This is an optimization exercise on Yosys and OpenROAD, whose aim is small area, a short achievable clock period and few clock cycles per item, not a production implementation.

==> trial 6: inputs <==
Design rgb_hsv_color_gate, start of the top module:
module rgb_hsv_color_gate (
	input  logic        clk,
	input  logic        arst_n,
	input  logic        pix_valid,
	output logic        pix_ready,
	input  logic [7:0]  pix_red,
	input  logic [7:0]  pix_green,
	input  logic [7:0]  pix_blue,
	input  logic        pix_last_of_cloud,
	output logic        hsv_valid,
	input  logic        hsv_ready,
	output logic [11:0] hsv_hue,
	output logic [11:0] hsv_saturation,
	output logic [7:0]  hsv_brightness,
	output logic        hsv_keep,
	output logic        hsv_last_out,
	input  logic        cfg_en,
	input  logic [1:0]  cfg_index,
	input  logic [7:0]  cfg_data
);
	logic [7:0] lim_hmin, lim_hmax, lim_smin, lim_smax;
	always_ff @(posedge clk or negedge arst_n) begin
		if (!arst_n) begin
			lim_hmin <= 8'd90;
			lim_hmax <= 8'd180;
			lim_smin <= 8'd40;
			lim_smax <= 8'd90;
		end else if (cfg_en) begin
			case (cfg_index)
				2'd0: lim_hmin <= cfg_data;
				2'd1: lim_hmax <= cfg_data;
				2'd2: lim_smin <= cfg_data;
				default: lim_smax <= cfg_data;
			endcase
		end
	end
	logic adv;   
	logic [6:0] vld;   
	assign adv = hsv_ready || !vld[6];
	logic [7:0] in_r, in_g, in_b;
	logic       in_last, in_valid;
	assign pix_ready = adv;
	assign in_valid  = pix_valid;
	assign {in_last, in_r, in_g, in_b} = {pix_last_of_cloud, pix_red, pix_green, pix_blue};
	logic rg_s0_p1, rb_s0_p1, gb_s0_p1;   
	rhc_sub #(.W(8)) u_rg_s0_p1 (.a(in_r), .b(in_g), .diff(), .diffm(), .ge(rg_s0_p1));
	rhc_sub #(.W(8)) u_rb_s0_p1 (.a(in_r), .b(in_b), .diff(), .diffm(), .ge(rb_s0_p1));
	rhc_sub #(.W(8)) u_gb_s0_p1 (.a(in_g), .b(in_b), .diff(), .diffm(), .ge(gb_s0_p1));
	logic [7:0] v_s0_p1, md_s0_p1, mn_s0_p1, xa_s0_p1, xb_s0_p1, d_s0_p1, x_s0_p1, rs_s0_p1;
	logic [2:0] k_s0_p1;
	always_comb begin
		if (rg_s0_p1 && rb_s0_p1) begin
			v_s0_p1 = in_r;
			if (gb_s0_p1) begin k_s0_p1 = 3'd0; md_s0_p1 = in_g; mn_s0_p1 = in_b; end
			else begin k_s0_p1 = 3'd5; md_s0_p1 = in_b; mn_s0_p1 = in_g; end
		end else if (gb_s0_p1) begin
			v_s0_p1 = in_g;
			if (!rb_s0_p1) begin k_s0_p1 = 3'd2; md_s0_p1 = in_b; mn_s0_p1 = in_r; end
			else begin k_s0_p1 = 3'd1; md_s0_p1 = in_r; mn_s0_p1 = in_b; end
		end else begin
			v_s0_p1 = in_b;
			if (rg_s0_p1) begin k_s0_p1 = 3'd4; md_s0_p1 = in_r; mn_s0_p1 = in_g; end
  ...
export LEC_CHECK = 0
export ABC_AREA = 1
export CAP_MARGIN = 20
export CORE_MARGIN = 2
export CORE_UTILIZATION = 40
export CTS_BUF_LIST = sky130_fd_sc_hd__clkbuf_4 sky130_fd_sc_hd__clkbuf_8
export PLACE_DENSITY = 0.6
export SETUP_SLACK_MARGIN = 2.3
export SLEW_MARGIN = 20
create_clock -name core_clock -period 5.5 [get_ports {clk}]
standard.sh (not shown) runs the stock make flow with config.mk's settings and CLKGATE_MAP_FILE= SYNTH_SCRIPT=/design/flow/synth_recipe.tcl, a recipe that flattens the netlist after the stock synthesis.
==> flow/flow/run.sh <==
#!/bin/bash
# The standard layout (standard.sh), except that synthesis leaves adders and
# comparators to ABC instead of mapping them onto the library's full/half adder
# cells (ADDER_MAP_FILE empty skips ORFS's extract_fa/techmap adder step).
# Each step's full output goes to its own log in this folder.
set -euo pipefail
export ADDER_MAP_FILE=
# ports get a plain buf_2 instead of the delay buffer buffer_ports picks by default
export BUFFER_PORTS_ARGS="-buffer_cell sky130_fd_sc_hd__buf_2"
bash standard.sh synth > synth.log 2>&1
bash standard.sh floorplan > floorplan.log 2>&1
bash standard.sh place > place.log 2>&1
bash standard.sh cts > cts.log 2>&1
bash standard.sh route > route.log 2>&1
bash standard.sh finish > finish.log 2>&1
==> build 7 (differences from trial 6) <==
--- a/flow/design.v
+++ b/flow/design.v
@@ -143,46 +143,48 @@
 		end
 	end
 	assign xa_s0_p1 = k_s0_p1[0] ? v_s0_p1 : md_s0_p1;
 	assign xb_s0_p1 = k_s0_p1[0] ? md_s0_p1 : mn_s0_p1;
 	rhc_sub #(.W(8)) u_x_s0_p1 (.a(xa_s0_p1), .b(xb_s0_p1), .diff(x_s0_p1), .diffm(), .ge());
 	rhc_sub #(.W(8)) u_d_s0_p1 (.a(v_s0_p1), .b(mn_s0_p1), .diff(d_s0_p1), .diffm(rs_s0_p1), .ge());
-	logic [2:0] k_s0_p1z;
-	assign k_s0_p1z = ((in_r == in_g) && (in_g == in_b)) ? 3'd6 : k_s0_p1;
+	logic [0:0] dz_s0_p1;
+	assign dz_s0_p1 = (in_r == in_g) && (in_g == in_b);
 	logic [7:0] d_q1;
+	logic [0:0] dz_q1;
 	logic [2:0] k_q1;
 	logic [0:0] last_q1;
 	logic [7:0] rs_q1;
 	logic [7:0] v_q1;
 	logic [7:0] x_q1;
 	logic [7:0] rsn_s1_s1;
 	logic qsr_s1_s1;
 	rhc_step u_ss_s1_s1 (.r(rs_q1), .b((d_q1[7] ^ (|d_q1[6:0]))), .v(v_q1), .ro(rsn_s1_s1), .q(qsr_s1_s1));
 	logic [7:0] rs_s1_s1;
 	assign rs_s1_s1 = rsn_s1_s1;
 	logic [0:0] qs_s1_s1;
-	assign qs_s1_s1 = (qsr_s1_s1 && !(k_q1[2] & k_q1[1]));
+	assign qs_s1_s1 = (qsr_s1_s1 && !dz_q1);
 	logic [7:0] rh_s1_s1;
 	assign rh_s1_s1 = x_q1 - {4'd0, x_q1[7:4]} - {7'd0, (x_q1[3:0] != 4'd0)};
 	logic [3:0] yb_s1_s1;
 	assign yb_s1_s1 = 4'd0 - x_q1[3:0];
 	logic [7:0] rsn_s1_s2;
 	logic qsr_s1_s2;
 	rhc_step u_ss_s1_s2 (.r(rs_s1_s1), .b((d_q1[6] ^ (|d_q1[5:0]))), .v(v_q1), .ro(rsn_s1_s2), .q(qsr_s1_s2));
 	logic [7:0] rs_s1_s2;
 	assign rs_s1_s2 = rsn_s1_s2;
 	logic [1:0] qs_s1_s2;
-	assign qs_s1_s2 = {qs_s1_s1, (qsr_s1_s2 && !(k_q1[2] & k_q1[1]))};
+	assign qs_s1_s2 = {qs_s1_s1, (qsr_s1_s2 && !dz_q1)};
 	logic [7:0] rhn_s1_s2;
 	logic qhr_s1_s2;
 	rhc_step u_hs_s1_s2 (.r(rh_s1_s1), .b(yb_s1_s1[3]), .v(d_q1), .ro(rhn_s1_s2), .q(qhr_s1_s2));
 	logic [7:0] rh_s1_s2;
 	assign rh_s1_s2 = rhn_s1_s2;
 	logic [0:0] qh_s1_s2;
-	assign qh_s1_s2 = (qhr_s1_s2 && !(k_q1[2] & k_q1[1]));
+	assign qh_s1_s2 = (qhr_s1_s2 && !dz_q1);
 	logic [7:0] d_q2;
+	logic [0:0] dz_q2;
 	logic [2:0] k_q2;
 	logic [0:0] last_q2;
 	logic [0:0] qh_q2;
 	logic [1:0] qs_q2;
 	logic [7:0] rh_q2;
 	logic [7:0] rs_q2;
@@ -191,35 +193,36 @@
 	logic [7:0] rsn_s2_s3;
 	logic qsr_s2_s3;
 	rhc_step u_ss_s2_s3 (.r(rs_q2), .b((d_q2[5] ^ (|d_q2[4:0]))), .v(v_q2), .ro(rsn_s2_s3), .q(qsr_s2_s3));
 	logic [7:0] rs_s2_s3;
 	assign rs_s2_s3 = rsn_s2_s3;
 	logic [2:0] qs_s2_s3;
-	assign qs_s2_s3 = {qs_q2, (qsr_s2_s3 && !(k_q2[2] & k_q2[1]))};
+	assign qs_s2_s3 = {qs_q2, (qsr_s2_s3 && !dz_q2)};
 	logic [7:0] rhn_s2_s3;
 	logic qhr_s2_s3;
 	rhc_step u_hs_s2_s3 (.r(rh_q2), .b(yb_q2[2]), .v(d_q2), .ro(rhn_s2_s3), .q(qhr_s2_s3));
 	logic [7:0] rh_s2_s3;
 	assign rh_s2_s3 = rhn_s2_s3;
 	logic [1:0] qh_s2_s3;
-	assign qh_s2_s3 = {qh_q2, (qhr_s2_s3 && !(k_q2[2] & k_q2[1]))};
+	assign qh_s2_s3 = {qh_q2, (qhr_s2_s3 && !dz_q2)};
 	logic [7:0] rsn_s2_s4;
 	logic qsr_s2_s4;
 	rhc_step u_ss_s2_s4 (.r(rs_s2_s3), .b((d_q2[4] ^ (|d_q2[3:0]))), .v(v_q2), .ro(rsn_s2_s4), .q(qsr_s2_s4));
 	logic [7:0] rs_s2_s4;
 	assign rs_s2_s4 = rsn_s2_s4;
 	logic [3:0] qs_s2_s4;
-	assign qs_s2_s4 = {qs_s2_s3, (qsr_s2_s4 && !(k_q2[2] & k_q2[1]))};
+	assign qs_s2_s4 = {qs_s2_s3, (qsr_s2_s4 && !dz_q2)};
 	logic [7:0] rhn_s2_s4;
 	logic qhr_s2_s4;
 	rhc_step u_hs_s2_s4 (.r(rh_s2_s3), .b(yb_q2[1]), .v(d_q2), .ro(rhn_s2_s4), .q(qhr_s2_s4));
 	logic [7:0] rh_s2_s4;
 	assign rh_s2_s4 = rhn_s2_s4;
 	logic [2:0] qh_s2_s4;
-	assign qh_s2_s4 = {qh_s2_s3, (qhr_s2_s4 && !(k_q2[2] & k_q2[1]))};
+	assign qh_s2_s4 = {qh_s2_s3, (qhr_s2_s4 && !dz_q2)};
 	logic [7:0] d_q3;
+	logic [0:0] dz_q3;
 	logic [2:0] k_q3;
 	logic [0:0] last_q3;
 	logic [2:0] qh_q3;
 	logic [3:0] qs_q3;
 	logic [7:0] rh_q3;
 	logic [7:0] rs_q3;
@@ -228,35 +231,36 @@
 	logic [7:0] rsn_s3_s5;
 	logic qsr_s3_s5;
 	rhc_step u_ss_s3_s5 (.r(rs_q3), .b((d_q3[3] ^ (|d_q3[2:0]))), .v(v_q3), .ro(rsn_s3_s5), .q(qsr_s3_s5));
 	logic [7:0] rs_s3_s5;
 	assign rs_s3_s5 = rsn_s3_s5;
 	logic [4:0] qs_s3_s5;
-	assign qs_s3_s5 = {qs_q3, (qsr_s3_s5 && !(k_q3[2] & k_q3[1]))};
+	assign qs_s3_s5 = {qs_q3, (qsr_s3_s5 && !dz_q3)};
 	logic [7:0] rhn_s3_s5;
 	logic qhr_s3_s5;
 	rhc_step u_hs_s3_s5 (.r(rh_q3), .b(yb_q3[0]), .v(d_q3), .ro(rhn_s3_s5), .q(qhr_s3_s5));
 	logic [7:0] rh_s3_s5;
 	assign rh_s3_s5 = rhn_s3_s5;
 	logic [3:0] qh_s3_s5;
-	assign qh_s3_s5 = {qh_q3, (qhr_s3_s5 && !(k_q3[2] & k_q3[1]))};
+	assign qh_s3_s5 = {qh_q3, (qhr_s3_s5 && !dz_q3)};
 	logic [7:0] rsn_s3_s6;
 	logic qsr_s3_s6;
 	rhc_step u_ss_s3_s6 (.r(rs_s3_s5), .b((d_q3[2] ^ (|d_q3[1:0]))), .v(v_q3), .ro(rsn_s3_s6), .q(qsr_s3_s6));
 	logic [7:0] rs_s3_s6;
 	assign rs_s3_s6 = rsn_s3_s6;
 	logic [5:0] qs_s3_s6;
-	assign qs_s3_s6 = {qs_s3_s5, (qsr_s3_s6 && !(k_q3[2] & k_q3[1]))};
+	assign qs_s3_s6 = {qs_s3_s5, (qsr_s3_s6 && !dz_q3)};
 	logic [7:0] rhn_s3_s6;
 	logic qhr_s3_s6;
 	rhc_step u_hs_s3_s6 (.r(rh_s3_s5), .b(1'b0), .v(d_q3), .ro(rhn_s3_s6), .q(qhr_s3_s6));
 	logic [7:0] rh_s3_s6;
 	assign rh_s3_s6 = rhn_s3_s6;
 	logic [4:0] qh_s3_s6;
-	assign qh_s3_s6 = {qh_s3_s5, (qhr_s3_s6 && !(k_q3[2] & k_q3[1]))};
+	assign qh_s3_s6 = {qh_s3_s5, (qhr_s3_s6 && !dz_q3)};
 	logic [7:0] d_q4;
+	logic [0:0] dz_q4;
 	logic [2:0] k_q4;
 	logic [0:0] last_q4;
 	logic [4:0] qh_q4;
 	logic [5:0] qs_q4;
 	logic [7:0] rh_q4;
 	logic [7:0] rs_q4;
@@ -264,35 +268,36 @@
 	logic [7:0] rsn_s4_s7;
 	logic qsr_s4_s7;
 	rhc_step u_ss_s4_s7 (.r(rs_q4), .b((d_q4[1] ^ (|d_q4[0:0]))), .v(v_q4), .ro(rsn_s4_s7), .q(qsr_s4_s7));
 	logic [7:0] rs_s4_s7;
 	assign rs_s4_s7 = rsn_s4_s7;
 	logic [6:0] qs_s4_s7;
-	assign qs_s4_s7 = {qs_q4, (qsr_s4_s7 && !(k_q4[2] & k_q4[1]))};
+	assign qs_s4_s7 = {qs_q4, (qsr_s4_s7 && !dz_q4)};
 	logic [7:0] rhn_s4_s7;
 	logic qhr_s4_s7;
 	rhc_step u_hs_s4_s7 (.r(rh_q4), .b(1'b0), .v(d_q4), .ro(rhn_s4_s7), .q(qhr_s4_s7));
 	logic [7:0] rh_s4_s7;
 	assign rh_s4_s7 = rhn_s4_s7;
 	logic [5:0] qh_s4_s7;
-	assign qh_s4_s7 = {qh_q4, (qhr_s4_s7 && !(k_q4[2] & k_q4[1]))};
+	assign qh_s4_s7 = {qh_q4, (qhr_s4_s7 && !dz_q4)};
 	logic [7:0] rsn_s4_s8;
 	logic qsr_s4_s8;
 	rhc_step u_ss_s4_s8 (.r(rs_s4_s7), .b(d_q4[0]), .v(v_q4), .ro(rsn_s4_s8), .q(qsr_s4_s8));
 	logic [7:0] rs_s4_s8;
 	assign rs_s4_s8 = rsn_s4_s8;
 	logic [7:0] qs_s4_s8;
-	assign qs_s4_s8 = {qs_s4_s7, (qsr_s4_s8 && !(k_q4[2] & k_q4[1]))};
+	assign qs_s4_s8 = {qs_s4_s7, (qsr_s4_s8 && !dz_q4)};
 	logic [7:0] rhn_s4_s8;
 	logic qhr_s4_s8;
 	rhc_step u_hs_s4_s8 (.r(rh_s4_s7), .b(1'b0), .v(d_q4), .ro(rhn_s4_s8), .q(qhr_s4_s8));
 	logic [7:0] rh_s4_s8;
 	assign rh_s4_s8 = rhn_s4_s8;
 	logic [6:0] qh_s4_s8;
-	assign qh_s4_s8 = {qh_s4_s7, (qhr_s4_s8 && !(k_q4[2] & k_q4[1]))};
+	assign qh_s4_s8 = {qh_s4_s7, (qhr_s4_s8 && !dz_q4)};
 	logic [7:0] d_q5;
+	logic [0:0] dz_q5;
 	logic [2:0] k_q5;
 	logic [0:0] last_q5;
 	logic [6:0] qh_q5;
 	logic [7:0] qs_q5;
 	logic [7:0] rh_q5;
 	logic [7:0] rs_q5;
@@ -300,13 +305,13 @@
 	logic [7:0] rsn_s5_s9;
 	logic qsr_s5_s9;
 	rhc_step u_ss_s5_s9 (.r(rs_q5), .b(1'b0), .v(v_q5), .ro(rsn_s5_s9), .q(qsr_s5_s9));
 	logic [7:0] rs_s5_s9;
 	assign rs_s5_s9 = rsn_s5_s9;
 	logic [8:0] qs_s5_s9;
-	assign qs_s5_s9 = {qs_q5, (qsr_s5_s9 && !(k_q5[2] & k_q5[1]))};
+	assign qs_s5_s9 = {qs_q5, (qsr_s5_s9 && !dz_q5)};
 	logic sge_c_s5_s9, smx_c_s5_s9;
 	rhc_sub #(.W(8)) u_sge_s5_s9 (.a(qs_s5_s9[8:1]), .b(lim_smin), .diff(), .diffm(), .ge(sge_c_s5_s9));
 	rhc_sub #(.W(8)) u_smx_s5_s9 (.a(qs_s5_s9[8:1]), .b(lim_smax), .diff(), .diffm(), .ge(smx_c_s5_s9));
 	logic [0:0] sge_s5_s9;
 	assign sge_s5_s9 = sge_c_s5_s9;
 	logic [0:0] slt_s5_s9;
@@ -316,25 +321,26 @@
 	logic [7:0] rhn_s5_s9;
 	logic qhr_s5_s9;
 	rhc_step u_hs_s5_s9 (.r(rh_q5), .b(1'b0), .v(d_q5), .ro(rhn_s5_s9), .q(qhr_s5_s9));
 	logic [7:0] rh_s5_s9;
 	assign rh_s5_s9 = rhn_s5_s9;
 	logic [7:0] qh_s5_s9;
-	assign qh_s5_s9 = {qh_q5, (qhr_s5_s9 && !(k_q5[2] & k_q5[1]))};
+	assign qh_s5_s9 = {qh_q5, (qhr_s5_s9 && !dz_q5)};
 	logic [7:0] rsn_s5_s10;
 	logic qsr_s5_s10;
 	rhc_step u_ss_s5_s10 (.r(rs_s5_s9), .b(1'b0), .v(v_q5), .ro(rsn_s5_s10), .q(qsr_s5_s10));
 	logic [7:0] rs_s5_s10;
 	assign rs_s5_s10 = rsn_s5_s10;
 	logic [9:0] qs_s5_s10;
-	assign qs_s5_s10 = {qs_s5_s9, (qsr_s5_s10 && !(k_q5[2] & k_q5[1]))};
+	assign qs_s5_s10 = {qs_s5_s9, (qsr_s5_s10 && !dz_q5)};
 	logic [7:0] rhn_s5_s10;
 	logic qhr_s5_s10;
 	rhc_step u_hs_s5_s10 (.r(rh_s5_s9), .b(1'b0), .v(d_q5), .ro(rhn_s5_s10), .q(qhr_s5_s10));
 	logic [8:0] qh_s5_s10;
-	assign qh_s5_s10 = {qh_s5_s9, (qhr_s5_s10 && !(k_q5[2] & k_q5[1]))};
+	assign qh_s5_s10 = {qh_s5_s9, (qhr_s5_s10 && !dz_q5)};
+	logic [0:0] dz_q6;
 	logic [2:0] k_q6;
 	logic [0:0] last_q6;
 	logic [8:0] qh_q6;
 	logic [9:0] qs_q6;
 	logic [7:0] rs_q6;
 	logic [0:0] seq_q6;
@@ -344,37 +350,25 @@
 	logic [7:0] rsn_s6_s11;
 	logic qsr_s6_s11;
 	rhc_step u_ss_s6_s11 (.r(rs_q6), .b(1'b0), .v(v_q6), .ro(rsn_s6_s11), .q(qsr_s6_s11));
 	logic [7:0] rs_s6_s11;
 	assign rs_s6_s11 = rsn_s6_s11;
 	logic [10:0] qs_s6_s11;
-	assign qs_s6_s11 = {qs_q6, (qsr_s6_s11 && !(k_q6[2] & k_q6[1]))};
-	logic [6:0] ko_s6_s11;
-	always_comb begin
-		case (k_q6)
-			3'd0: ko_s6_s11 = 7'd0;
-			3'd1: ko_s6_s11 = 7'd15;
-			3'd2: ko_s6_s11 = 7'd30;
-			3'd3: ko_s6_s11 = 7'd45;
-			3'd4: ko_s6_s11 = 7'd60;
-			3'd5: ko_s6_s11 = 7'd75;
-			default: ko_s6_s11 = 7'd0;
-		endcase
-	end
+	assign qs_s6_s11 = {qs_q6, (qsr_s6_s11 && !dz_q6)};
 	logic [11:0] hue_s6_s11;
-	assign hue_s6_s11 = {7'(qh_q6[8:5] + ko_s6_s11), qh_q6[4:0]};
+	assign hue_s6_s11 = {7'(qh_q6[8:5] + 7'(k_q6) * 7'd15), qh_q6[4:0]};
 	logic hge_c_s6_s11, hmx_c_s6_s11;
 	rhc_sub #(.W(8)) u_hge_s6_s11 (.a(hue_s6_s11[11:4]), .b(lim_hmin), .diff(), .diffm(), .ge(hge_c_s6_s11));
 	rhc_sub #(.W(8)) u_hmx_s6_s11 (.a(hue_s6_s11[11:4]), .b(lim_hmax), .diff(), .diffm(), .ge(hmx_c_s6_s11));
 	logic [0:0] hok_s6_s11;
 	assign hok_s6_s11 = hge_c_s6_s11 && (!hmx_c_s6_s11 || (hue_s6_s11[11:4] == lim_hmax && hue_s6_s11[3:0] == 4'd0));
 	logic [7:0] rsn_s6_s12;
 	logic qsr_s6_s12;
 	rhc_step u_ss_s6_s12 (.r(rs_s6_s11), .b(1'b0), .v(v_q6), .ro(rsn_s6_s12), .q(qsr_s6_s12));
 	logic [11:0] qs_s6_s12;
-	assign qs_s6_s12 = {qs_s6_s11, (qsr_s6_s12 && !(k_q6[2] & k_q6[1]))};
+	assign qs_s6_s12 = {qs_s6_s11, (qsr_s6_s12 && !dz_q6)};
 	logic [0:0] keep_s6_s12;
 	assign keep_s6_s12 = hok_s6_s11 && sge_q6 && (slt_q6 || (seq_q6 && qs_s6_s12[3:0] == 4'd0));
 	logic [11:0] hue_out;
 	logic [11:0] qs_out;
 	logic [7:0] v_out;
 	logic [0:0] keep_out;
@@ -383,51 +377,57 @@
 		if (!arst_n) vld <= '0;
 		else if (adv) vld <= {vld[5:0], in_valid};
 	end
 	always_ff @(posedge clk) begin
 		if (adv) begin
 			d_q1 <= d_s0_p1;
-			k_q1 <= k_s0_p1z;
+			dz_q1 <= dz_s0_p1;
+			k_q1 <= k_s0_p1;
 			last_q1 <= in_last;
 			rs_q1 <= rs_s0_p1;
 			v_q1 <= v_s0_p1;
 			x_q1 <= x_s0_p1;
 			d_q2 <= d_q1;
+			dz_q2 <= dz_q1;
 			k_q2 <= k_q1;
 			last_q2 <= last_q1;
 			qh_q2 <= qh_s1_s2;
 			qs_q2 <= qs_s1_s2;
 			rh_q2 <= rh_s1_s2;
 			rs_q2 <= rs_s1_s2;
 			v_q2 <= v_q1;
 			yb_q2 <= yb_s1_s1;
 			d_q3 <= d_q2;
+			dz_q3 <= dz_q2;
 			k_q3 <= k_q2;
 			last_q3 <= last_q2;
 			qh_q3 <= qh_s2_s4;
 			qs_q3 <= qs_s2_s4;
 			rh_q3 <= rh_s2_s4;
 			rs_q3 <= rs_s2_s4;
 			v_q3 <= v_q2;
 			yb_q3 <= yb_q2;
 			d_q4 <= d_q3;
+			dz_q4 <= dz_q3;
 			k_q4 <= k_q3;
 			last_q4 <= last_q3;
 			qh_q4 <= qh_s3_s6;
 			qs_q4 <= qs_s3_s6;
 			rh_q4 <= rh_s3_s6;
 			rs_q4 <= rs_s3_s6;
 			v_q4 <= v_q3;
 			d_q5 <= d_q4;
+			dz_q5 <= dz_q4;
 			k_q5 <= k_q4;
 			last_q5 <= last_q4;
 			qh_q5 <= qh_s4_s8;
 			qs_q5 <= qs_s4_s8;
 			rh_q5 <= rh_s4_s8;
 			rs_q5 <= rs_s4_s8;
 			v_q5 <= v_q4;
+			dz_q6 <= dz_q5;
 			k_q6 <= k_q5;
 			last_q6 <= last_q5;
 			qh_q6 <= qh_s5_s10;
 			qs_q6 <= qs_s5_s10;
 			rs_q6 <= rs_s5_s10;
 			seq_q6 <= seq_s5_s9;
Settings changed: SETUP_SLACK_MARGIN 2.3 to 2.1.
==> notes.md <==
- Build 7 produced a clean layout. Trial 6 went through all stages and came out clean.
- Between build 7 and trial 6, the lower fmax is in build 7 (gap 5.5%, measured against trial 6).
- First-iteration DRC count: build 7 is larger than trial 6 (about 8%).
- Against build 7, the sequential share of layout area of trial 6 is lower by 2.4 points.
- Global-route usage: trial 6 is higher than build 7 (0.52 points).
- Between trial 6 and build 7, the lower utilization is in build 7 (gap 2.0 points).
- Between build 7 and trial 6, the lower hold slack is in trial 6 (gap 0.020 ns).
- Against trial 6, the non-clock buffer count of build 7 is lower by 63.
- Between trial 6 and build 7, the lower clock-buffer cell count is in trial 6 (gap 9).
No functional check of the RTL was part of any run of this note.

re-timing with driven ports:
How much do the figures lean on ideal ports? The routed layouts below were timed once more, with nothing changed but the port constraints. Step 1 sets driving cells, clkbuf_16 on the clock port and buf_2 on the other inputs (assumed; they add their load-dependent delay and slew). Step 2 times the ports against the registers' clock, not the clock port: input delays grow and output delays shrink by t, the midpoint of the rising clock arrivals with the driver on. Slacks: no drivers / after step 1 / after step 2; pairs: no drivers / after step 1.
run	t (ns)	setup slack, ns	worst setup path after step 2	slew at the worst register clock pin (ns)
trial 6	0.686	2.452 / 2.452 / 1.806	input to register	0.07 / 0.07
build 7	0.685	2.274 / 2.307 / 1.621	input to register	0.07 / 0.07
After both steps setup and hold are still met in every run listed. For build 7, which loses most, drivers alone change the setup slack by +0.033 ns; drivers and shift together by -0.653 ns.
